Background: an optimization exercise with open tools, aiming at small area, a short achievable clock period and few clock cycles per item. Do not read the settings as production practice.
No run shown here included a check of the RTL's function; only the layout flow was run.
No activity file was given, so power comes from the tool's default toggle rates.

==> design/flow/design.v <==
package kst_pkg;
	localparam int ENTRIES  = 16;
	localparam int KEY_BITS = 64;
	localparam int IDX_W    = $clog2(ENTRIES);
	localparam int CNT_W    = $clog2(ENTRIES + 1);
	typedef enum logic {
		FUNC_SET    = 1'b0,
		FUNC_LOOKUP = 1'b1
	} func_t;
	typedef enum logic [1:0] {
		RC_OK        = 2'd0,
		RC_FULL      = 2'd1,
		RC_NOT_FOUND = 2'd2
	} code_t;
	typedef struct packed {
		logic [KEY_BITS-1:0] key;
		logic [31:0]         addr;
		logic [15:0]         port;
		logic                flag;
	} entry_t;
endpackage
module keyed_status_table (
	input  logic           clk,
	input  logic           arst_n,
	input  logic           req_valid,
	output logic           req_ready,
	input  logic           req_func,
	input  logic [63:0]    req_key,
	input  logic           req_online,
	input  logic [31:0]    req_ip_addr,
	input  logic [15:0]    req_port_num,
	output logic           rsp_valid,
	input  logic           rsp_ready,
	output logic [1:0]     rsp_result_code,
	output logic [31:0]    rsp_found_ip,
	output logic [15:0]    rsp_found_port,
	output logic           rsp_found_online
);
	localparam int N  = kst_pkg::ENTRIES;
	localparam int KW = kst_pkg::KEY_BITS;
	localparam int RW = 32 + 16 + 1;           
	localparam int H  = N / 2;                 
	logic              a_vld;
	logic              a_func;
	logic [KW-1:0]     a_key;
	logic [RW-1:0]     a_rec;
	logic              b_vld;
	logic              b_func;
	logic [RW-1:0]     b_rec;
	logic [N-1:0]      b_hv;                    
	logic              b_sp0, b_sph;            
	logic [N-1:0]      v_q;
	logic [KW-1:0]     k_q [N];
	logic [RW-1:0]     d_q [N];                 
	logic [N-1:0]      d_wr;
	logic              o_vld, s_vld;
	logic [1:0]        o_code, s_code;
	logic [RW-1:0]     o_rec, s_rec;
	logic              rdy_q;
	logic [N-1:0]      v_eff;
	logic [N-1:0]      a_hv;                    
	logic              a_set;
	logic              a_wait;
	logic [N-1:0]      a_hv_q;                  
	logic              a_old;                   
	logic              a_known;
	logic              a_go;
	logic              a_load;
	logic              b_load;
	logic              full;
	logic              b_set;
	logic              b_hit;
	logic              b_ins0, b_insh;
	logic              b_move;
	logic              push;
	logic              o_load;
	logic [1:0]        new_code;
	logic [RW-1:0]     new_rec;
	logic              a_vld_n, a_set_n, b_vld_n, s_vld_n, full_n;
	logic [N-1:0]      v_n;
	always_comb begin
		v_eff    = v_q;
		v_eff[0] = v_q[0] || b_ins0;
		v_eff[H] = v_q[H] || b_insh;
		for (int p = 0; p < N; p++)
			a_hv[(p + 1) % N] = v_eff[p] && (k_q[p] == a_key);
	end
	assign full    = &v_q;
	assign a_set   = a_func == kst_pkg::FUNC_SET;
	assign a_known = a_old && (|a_hv_q);
	assign a_wait  = a_set && !full && v_q[N-1] && v_q[H-1] && !a_known;
	assign a_go    = a_vld && !a_wait;
	assign b_load  = !b_vld || b_move;
	assign a_load  = !a_vld || (!a_wait && b_load);
	assign b_hit   = |b_hv;
	assign b_set   = b_vld && (b_func == kst_pkg::FUNC_SET);
	assign b_ins0  = b_vld && b_sp0 && !b_hit;
	assign b_insh  = b_vld && b_sph && !b_hit;
	assign b_move  = !s_vld || rsp_ready;
	assign push    = b_vld && b_move;
	assign o_load  = !o_vld || rsp_ready;
	always_comb begin
		new_rec = '0;
		for (int p = 0; p < N; p++)
			new_rec = new_rec | ((d_q[p] ^ {RW{p % 2 == 1}}) & {RW{b_hv[p]}});
		if (b_func == kst_pkg::FUNC_SET)
			new_rec = '0;
		if (b_func == kst_pkg::FUNC_LOOKUP)
			new_code = b_hit ? kst_pkg::RC_OK : kst_pkg::RC_NOT_FOUND;
		else
			new_code = (!b_hit && !b_sp0 && !b_sph) ? kst_pkg::RC_FULL : kst_pkg::RC_OK;
	end
	always_ff @(posedge clk or negedge arst_n) begin
		if (!arst_n)
			a_vld <= 1'b0;
		else if (a_load)
			a_vld <= req_valid && req_ready;
	end
	always_ff @(posedge clk or negedge arst_n) begin
		if (!arst_n)
			a_old <= 1'b0;
		else
			a_old <= !a_load;
	end
	always_ff @(posedge clk) begin
		a_hv_q <= a_hv;
		if (a_load) begin
			a_func <= req_func;
			a_key  <= req_key;
			a_rec  <= {req_ip_addr, req_port_num, req_online};
		end
	end
	always_ff @(posedge clk or negedge arst_n) begin
		if (!arst_n)
			b_vld <= 1'b0;
		else if (b_load)
			b_vld <= a_go;
	end
	always_ff @(posedge clk) begin
		if (b_load) begin
			b_func <= a_func;
			b_rec  <= a_rec;
			b_hv   <= a_hv;
			b_sp0  <= a_set && !v_q[N-1];
			b_sph  <= a_set && v_q[N-1] && !v_q[H-1];
		end else begin
			b_hv   <= {b_hv[N-2:0], b_hv[N-1]} | (N'(b_ins0) << 1) | (N'(b_insh) << (H + 1));
			b_sp0  <= 1'b0;
			b_sph  <= 1'b0;
		end
	end
	assign v_n = {v_eff[N-2:0], v_eff[N-1]};
	always_ff @(posedge clk or negedge arst_n) begin
		if (!arst_n)
			v_q <= '0;
		else
			v_q <= v_n;
	end
	always_comb begin
		for (int p = 0; p < N; p++)
			d_wr[(p + 1) % N] = b_set && b_hv[p];
		d_wr[1]     = d_wr[1] || (b_vld && b_sp0);
		d_wr[H + 1] = d_wr[H + 1] || (b_vld && b_sph);
	end
	always_ff @(posedge clk) begin
		for (int p = 1; p < N; p++)
			k_q[p] <= k_q[p-1];
		k_q[0] <= v_q[N-1] ? k_q[N-1] : a_key;
		k_q[H] <= v_q[H-1] ? k_q[H-1] : a_key;
		for (int p = 0; p < N; p++)
			d_q[p] <= ~(({RW{d_wr[p]}} & ((p % 2 == 1) ? b_rec : ~b_rec))
			          | ({RW{!d_wr[p]}} & d_q[(p + N - 1) % N]));
	end
	always_ff @(posedge clk or negedge arst_n) begin
		if (!arst_n) begin
			o_vld <= 1'b0;
			s_vld <= 1'b0;
		end else begin
			o_vld <= o_load ? (s_vld || push) : 1'b1;
			s_vld <= s_vld_n;
		end
	end
	always_ff @(posedge clk) begin
		if (o_load) begin
			o_code <= s_vld ? s_code : new_code;
			o_rec  <= s_vld ? s_rec : new_rec;
		end
		if (push && (s_vld || !o_load)) begin
			s_code <= new_code;
			s_rec  <= new_rec;
		end
	end
	assign a_vld_n = a_load ? (req_valid && req_ready) : a_vld;
	assign a_set_n = a_load ? (req_func == kst_pkg::FUNC_SET) : a_set;
	assign b_vld_n = b_load ? a_go : b_vld;
	assign s_vld_n = o_load ? (s_vld && push) : (s_vld || push);
	assign full_n  = &v_n;
	always_ff @(posedge clk or negedge arst_n) begin
		if (!arst_n)
			rdy_q <= 1'b1;
		else
			rdy_q <= !a_vld_n || (!(a_set_n && !full_n && v_n[N-1] && v_n[H-1])
			                      && (!b_vld_n || !s_vld_n));
	end
	assign req_ready        = rdy_q;
	assign rsp_valid        = o_vld;
	assign rsp_result_code  = o_code;
	assign rsp_found_ip     = o_rec[RW-1:17];
	assign rsp_found_port   = o_rec[16:1];
	assign rsp_found_online = o_rec[0];
endmodule
==> design/flow/run.sh <==
#!/bin/bash
# synth_recipe.tcl (not shown) runs the flow's synth.tcl, then flattens the netlist and writes it again
# the make line also repeats each setting of config.mk as NAME=value (left out here)
make -C /OpenROAD-flow-scripts/flow DESIGN_CONFIG=/design/flow/config.mk WORK_HOME=/design/flow/orfs CLKGATE_MAP_FILE= SYNTH_SCRIPT=/design/flow/synth_recipe.tcl finish
==> design/flow/config.mk <==
export PLATFORM = sky130hd
export DESIGN_NAME = keyed_status_table
export DESIGN_NICKNAME = keyed_status_table
export VERILOG_FILES = /design/flow/design.v
export SDC_FILE = /design/flow/constraint.sdc
export NUM_CORES = 4
export LEC_CHECK = 0
export CAP_MARGIN = 20
export CORE_MARGIN = 2
export CORE_UTILIZATION = 40
export CTS_CLUSTER_DIAMETER = 80
export CTS_CLUSTER_SIZE = 25
export SETUP_SLACK_MARGIN = 2.0
export SLEW_MARGIN = 20
==> design/flow/constraint.sdc <==
create_clock -name core_clock -period 4.0 [get_ports {clk}]
set_input_delay 0.8000 -clock core_clock [delete_from_list [all_inputs] [get_ports {clk}]]
set_output_delay 0.8000 -clock core_clock [all_outputs]
set_load 0.01 [all_outputs]
==> flow_metrics.tcl, run 1 <==
set metrics [dict create \
    crit_start "a_key[34]$_DFFE_PN_" \
    die_area_um2 185000 \
    status "complete, no violations" \
    avgRoutedWirePerCell_um 34.3 \
    grt_overflow 0 \
    synthFlopType "dfxtp_1" \
    netlist.top_cell.by_area "dfxtp_1" \
    synth.top_cell.area_share_pct 50.8 \
    final.period_utilization_pct 65.2 \
    clock-sinks 2130 \
    hpwl_mm 205 \
    start_kind "flop" \
    synthCells 6352 \
    place_congestion 1.04 \
    finalNetCount 6915 \
    mostFrequentLayoutCell "dfxtp_1" \
    rows 156 \
    worstPathRequired_ps 4750 \
    finalCriticalPeriod_ps 2610 \
    port_buffers 170 \
    tightest_slew_ps 1090 \
    synth_edf_count 266 \
    grt_use_total_pct 32.5 \
    syn_nets 6470 \
    p_leak_nw 37.9 \
    setup_tns_ps 0 \
    synth_top_family_by_area "XOR/XNOR gates" \
    vias 54600 \
    n_fill_cell 15600 \
    yosys.area_share.simple_pct 7.79 \
    yosys_warnings 3 \
    synth_fa_ha_area_share_pct 0 \
    clk_path_buf_depth 3 \
    vias_per_cell 5.88 \
    fmax_mhz 384 \
    synthToLayoutAreaGrowth_pct 24.7 \
    drt_iter0_drc 8681 \
    crit_fanout 8 \
    cp.arrival_ps 3350 \
    final_cells 9276 \
    syn_area_um2 72600 \
    max_slew_margin_pct 26.6 \
    async_flop_share_pct 1.03 \
    timing.hold.ws_ps 334 \
    clockRootBuffer "clkbuf_16" \
    synth_seq_area_share_pct 62.5 \
    dr.pass1.iters 6 \
    io_pins 171 \
    reg2reg_from "a_key[34]$_DFFE_PN_" \
    path_clk_slew_ps 100 \
    dieWidth_um 430 \
    reg2reg_slack_ps 1390 \
    ys_ff_latch 2130 \
    rsz0062_at_grt "yes" \
    core_area_um2 181000 \
    grt_pass1_wl_mm 418 \
    r2r_end "b_hv[9]$_DFF_P_" \
    cts_buffers 114 \
    drc 0 \
    die_y_um 430 \
    post_synth_num_cell_types 61 \
    worstSetupEndpointType "flop" \
    routed_wl_mm 318 \
    cts_tree "done" \
    ant_nets 0 \
    slew_violations 0 \
    synthMuxAreaShare_pct 6.41 \
    power_density_nw_per_um2 831 \
    final_cell_mix "dfxtp_1 (1825), nor2_1 (461), a21oi_1 (398)" \
    synth-compound-area-share_pct 9.94 \
    clkLatencyLatePin_ps 820 \
    crit_path_end "b_hv[9]$_DFF_P_" \
    antenna_found_initial 30 \
    skew_ps 56.0 \
    maxCapViolations 0 \
    start_util_pct 40.2 \
    critical_path_class "flop to flop" \
    drive_gt1_share_pct 20.0 \
    h-tree-depth 3 \
    placed_cells 8616 \
    hp-class "flop to flop" \
    fin_util_pct 50.2 \
    reg2regPathDepth 7 \
    grt_start_max_net_pins 124 \
    synth_area_leaders "dfxtp_1 (51%), edfxtp_1 (11%), mux2i_1 (5.4%), xnor2_1 (5.1%), xor2_1 (4.9%)" \
    avgSynthCellArea_um2 11.4 \
    grt_pass1_vias 50700 \
    ir_drop_uv 424 \
    finalSetupViolations 0 \
    synthXorXnorAreaFrac_pct 9.98 \
    finalHoldViolCount 0 \
]
## worst min path at each step
stage	start	to	slack [ps]	cells after the start
floorplan	k_q[9][54]$_DFF_P_	k_q[10][54]$_DFF_P_	330	0
global placement	k_q[12][59]$_DFF_P_	k_q[13][59]$_DFF_P_	340	0
detailed placement	k_q[6][19]$_DFF_P_	k_q[7][19]$_DFF_P_	340	0
CTS	k_q[10][49]$_DFF_P_	k_q[11][49]$_DFF_P_	340	0
global route	k_q[4][38]$_DFF_P_	k_q[5][38]$_DFF_P_	340	0
finish	k_q[10][49]$_DFF_P_	k_q[11][49]$_DFF_P_	330	0
## metal layers
layer / global-route usage [%] / part of all wire [%]
met1: 45.2 / 41
met2: 46.0 / 41
met3: 7.73 / 11
met4: 18.9 / 7.1
met5: 0 / 0.019
## kinds of logic (layout without fill, tap and decap cells)
| kind of cell | after synthesis | count (layout) |
|---|---|---|
| xor gates and xnor gates | 828 | 828 |
| DFF | 2130 | 2130 |
| muxes | 457 | 457 |
| buffers and inverters | 591 | 1132 |
| and+or+nand+nor | 1203 | 1205 |
| AOI/OAI and AO/OA | 1143 | 1143 |
| other | 0 | 11 |
## cells in the mapped netlist (all sizes together), types with 3 or more instances
library cell  number
clkinv             3
a41oi              4
and3               5
dfrtp             21
nand2            294
a22oi             44
a221o             18
dfxtp           1842
xor2             404
nand3             16
mux2              65
o22ai            129
edfxtp           266
o31ai             18
a31oi             18
nor2             464
a2bb2oi           28
nand4            137
a22o              14
o2bb2ai           28
or3                3
o21ai            234
or4                8
nor2b             49
nor3              28
mux2i            392
o221ai            38
inv              109
nor4             156
o211ai             3
a21oi            399
and4              15
o21a               9
xnor2            424
a2111oi           28
clkbuf           259
a222oi             7
nand2b            21
nor4b              4
o2111ai           29
buf              220
a221oi            83
## cell type report
cell class                 instances  area [um2]  area share [%]
antenna                           11        27.5          0.0304
clock buffer                     154        3200            3.53
clock inverter                    60         759           0.838
inverter                         112         736           0.812
multi-input combinational       3633       28200            31.1
sequential                      2130       45500            50.2
tap                             2370        2970            3.27
timing repair buffer             799        9150            10.1
timing repair inverter             7        78.8          0.0870
## stage by stage
| step | cell area (um2) | setup slack, ps | power, mW |
|---|---|---|---|
| after global placement | 77200 | 195 | 56.0 |
| after detailed placement | 77200 | 166 | 56.0 |
| final | 90600 | 1390 | 75.3 |
| after global routing | 90600 | 1390 | 77.0 |
| after CTS | 87200 | 1470 | 72.7 |
| after floorplan | 72700 | 616 | 45.6 |
## what timing repair did
action                                  in CTS  in global routing
endpoints found under the setup margin     914                420
pin swaps                                  122                153
cloned                                      32                 15
resized for setup                          808                360
hold buffers                                 0                  1
setup buffers                              254                133
hold endpoints to repair                     0                 21
## registers in the layout, summed over array words and instances (netlist names)
name,count
k_q,1024
d_q,784
a_key,64
a_rec,49
b_rec,49
o_rec,49
s_rec,49
a_hv_q,16
b_hv,16
v_q,16
o_code,2
s_code,2
a_func,1
a_old,1
a_vld,1
b_func,1
b_sp0,1
b_sph,1
b_vld,1
o_vld,1
rdy_q,1
s_vld,1
## critical path, stage by stage (launching register included)
cell      delay (ps)
edfxtp_1         500
buf_12           210
xor2_4           220
nor4_4           360
nand4_1          540
nor4_2           400
buf_4            200
o21a_1           110
## where the power goes
| part | switching, mW | internal [mW] |
|---|---|---|
| logic | 11.8 | 8.57 |
| clock network | 7.89 | 6.25 |
| registers | 9.22 | 31.5 |
==> run 2, diff against run 1 <==
--- a/design/flow/config.mk
+++ b/design/flow/config.mk
@@ -9,6 +9,6 @@
 export CORE_MARGIN = 2
-export CORE_UTILIZATION = 40
+export CORE_UTILIZATION = 55
 export CTS_CLUSTER_DIAMETER = 80
 export CTS_CLUSTER_SIZE = 25
-export SETUP_SLACK_MARGIN = 2.0
+export SETUP_SLACK_MARGIN = 1.8
 export SLEW_MARGIN = 20
==> run 2 against run 1 <==
Against the previous run:
- flip-flop and latch count stayed put
- combinational power is 3% higher
- still clean
- largest cell class unchanged
- hold slack hardly changed
==> flow_metrics.tcl, run 2 <==
set metrics [dict create \
    ir_drop_uv 533 \
    dieWidth_um 367 \
    p_leak_nw 35.7 \
    grt_use_total_pct 46.8 \
    synth_area_leaders "dfxtp_1 (51%), edfxtp_1 (11%), mux2i_1 (5.4%), xnor2_1 (5.1%), xor2_1 (4.9%)" \
    yosysMostFrequentCell "dfxtp_1" \
    combPwrFrac_pct 28.5 \
    fmax_mhz 328 \
    ant_nets 0 \
    drive_gt1_share_pct 15.3 \
    skew_ps 49.6 \
    avgSynthCellArea_um2 11.4 \
    finalNetCount 6706 \
    syn_nets 6470 \
    io_pins 171 \
    cts_tree "done" \
    die_y_um 367 \
    async_flop_share_pct 1.03 \
    drc 0 \
    clockRootBuffer "clkbuf_16" \
    synthFlopType "dfxtp_1" \
    worstSetupEndpointType "flop" \
    port_buffers 170 \
    p_seq_share_pct 54.8 \
    path_clk_slew_ps 110 \
    synth.top_cell.area_share_pct 50.8 \
    cp.arrival_ps 3830 \
    vias_per_cell 6.34 \
    n_fill_cell 10200 \
    worstPathRequired_ps 4780 \
    start_util_pct 55.3 \
    routed_wl_mm 320 \
    clock-sinks 2130 \
    tightest_slew_ps 1290 \
    mostFrequentLayoutCell "dfxtp_1" \
    rsz0062_at_grt "yes" \
    crit_fanout 16 \
    largest_reg_flops 1024 \
    yosys_warnings 3 \
    reg_top3 "k_q (1024), d_q (784), a_key (64)" \
    place_congestion 1.15 \
    setup_tns_ps 0 \
    synth_edf_count 266 \
    grt_start_max_net_pins 77 \
    die_area_um2 135000 \
    start_kind "flop" \
    grt_pass1_wl_mm 428 \
    clkLatencyLatePin_ps 830 \
    hpwl_mm 209 \
    syn_area_um2 72600 \
    clk_path_buf_depth 3 \
    avgRoutedWirePerCell_um 37.9 \
    synth_common_cells "dfxtp_1 (1842), nor2_1 (464), xnor2_1 (424)" \
    slew_violations 0 \
    vias 53600 \
    final_cell_mix "dfxtp_1 (1826), nor2_1 (463), a21oi_1 (399)" \
    dr.pass1.iters 8 \
    finalSetupViolations 0 \
    maxCapViolations 0 \
    h-tree-depth 3 \
    power_density_nw_per_um2 872 \
    cts_buffers 100 \
    p_int_mw 44.6 \
    netlist.top_cell.by_area "dfxtp_1" \
    p_switching_mw 29.6 \
    finalCriticalPeriod_ps 3050 \
    critical_path_class "flop to flop" \
    grt_pass1_vias 50100 \
    drt_iter0_drc 7392 \
    finalHoldViolCount 0 \
    final.period_utilization_pct 76.1 \
    grt_overflow 0 \
    synthToLayoutAreaGrowth_pct 17.3 \
    post_synth_num_cell_types 61 \
    swShare_pct 39.9 \
    rows 133 \
    synth_seq_area_share_pct 62.5 \
    fin_util_pct 64.9 \
    ys_ff_latch 2130 \
    status "complete, no violations" \
    synthCells 6352 \
    hp-class "flop to flop" \
    regMostFlops "k_q" \
    core_area_um2 131000 \
    max_slew_margin_pct 13.5 \
    clkPwrFrac_pct 16.7 \
    antenna_found_initial 41 \
]
run 2: path summary, 6_finish.rpt:
check / startpoint / to / slack (ps) / cells after the start
min reg2reg: k_q[9][8]$_DFF_P_ / k_q[10][8]$_DFF_P_ / 330 / 0
min in group asynchronous: arst_n / v_q[4]$_DFF_PN0_ / 580 / 1
max reg2reg: a_key[34]$_DFFE_PN_ / b_hv[7]$_DFF_P_ / 950 / 6
min: k_q[9][8]$_DFF_P_ / k_q[10][8]$_DFF_P_ / 330 / 0
max in group asynchronous: arst_n / rdy_q$_DFF_PN1_ / 2580 / 2
max: a_key[34]$_DFFE_PN_ / b_hv[7]$_DFF_P_ / 950 / 6
run 2: worst max-delay path, cell delays in order (launching register included):
cell,delay [ps]
edfxtp_1,370
buf_4,280
xnor2_1,1070
nand4_1,510
nor4_1,330
and4_4,280
mux2_4,130
run 2: repair_timing:
action	CTS	global route
cloned	12	7
setup buffers	175	70
resized for setup	537	233
pin swaps	76	85
setup endpoints to repair	907	379
hold buffers	0	0
run 2: power by group through the flow:
stage	Clock, mW	Sequential, mW	Combinational, mW
detailed placement	0	40.5	16.3
finish	12.4	40.7	21.1
CTS	12.3	39.9	18.4
floorplan	0	36.0	9.63
global placement	0	40.4	16.3
global route	13.1	41.3	21.3
run 2: per-layer routing:
| metal | vias to the layer above | wire (um) | global-route usage [%] |
|---|---|---|---|
| met5 | - | 189 | 0.641 |
| met4 | 16 | 36800 | 44.1 |
| met3 | 1207 | 33400 | 16.2 |
| met2 | 3573 | 138000 | 68.2 |
| met1 | 26200 | 112000 | 53.4 |
| li1 | 22600 | - | - |
run 2: cells by family after synthesis:
family	share of synthesized area [%]
AO/OA/AOI/OAI	9.94
multiplexers	6.41
XOR/XNOR	9.98
flip-flops	62.5
buffers and inverters	3.37
AND/OR/NAND/NOR	7.79
run 2: final cells by class:
| type | instances | area (um2) | area share (%) |
|---|---|---|---|
| diodes | 30 | 75.1 | 0.0881 |
| inverters | 112 | 624 | 0.733 |
| clock buffers | 163 | 2910 | 3.41 |
| well taps | 1755 | 2200 | 2.58 |
| multi-input cells | 3631 | 27300 | 32.1 |
| clock inverters | 21 | 239 | 0.281 |
| repair buffers | 612 | 6300 | 7.40 |
| repair inverters | 1 | 8.76 | 0.0103 |
| flip-flops and latches | 2130 | 45500 | 53.4 |
run 2: stage by stage:
step	total power [mW]	worst slack [ps]	hold slack, ps	cells	area, um2
6_report	74.2	955	335	8455	85200
5_1_grt	75.7	1070	351	8428	85100
4_1_cts	70.6	1360	355	8347	83200
3_5_place_dp	56.8	598	339	7976	76300
3_3_place_gp	56.7	575	336	7976	76200
2_1_floorplan	45.6	616	331	6352	72700

## re-timing with driven ports
Ports are ideal in the flow. The routed layouts listed here were re-timed in OpenROAD.
Step 1 (the two cells are an assumption about what drives the block):
set clk [get_ports {clk}]
set_driving_cell -lib_cell sky130_fd_sc_hd__clkbuf_16 $clk
set_driving_cell -lib_cell sky130_fd_sc_hd__buf_2 [delete_from_list [all_inputs] $clk]
Step 2 moves the port delays by t, midway between the first and last clock arrival at a register: inputs arrive t later, outputs are due t later. That takes back most of the time a late clock gives input paths.
a / b / c = ideal ports / drivers / drivers and shift; a / b = the first two.
run	t, ns	setup WS [ns]	latest minus earliest clock arrival (ns)	slew at the worst register clock pin (ns)
run 1	0.879	1.394 / 1.394 / 1.140	0.058 / 0.057	0.10 / 0.10
run 2	0.893	0.955 / 0.955 / 0.954	0.055 / 0.055	0.11 / 0.11
After both steps setup and hold are still met in every run listed. For run 1, which loses most, drivers alone change the setup slack by 0.000 ns; drivers and shift together by -0.254 ns.
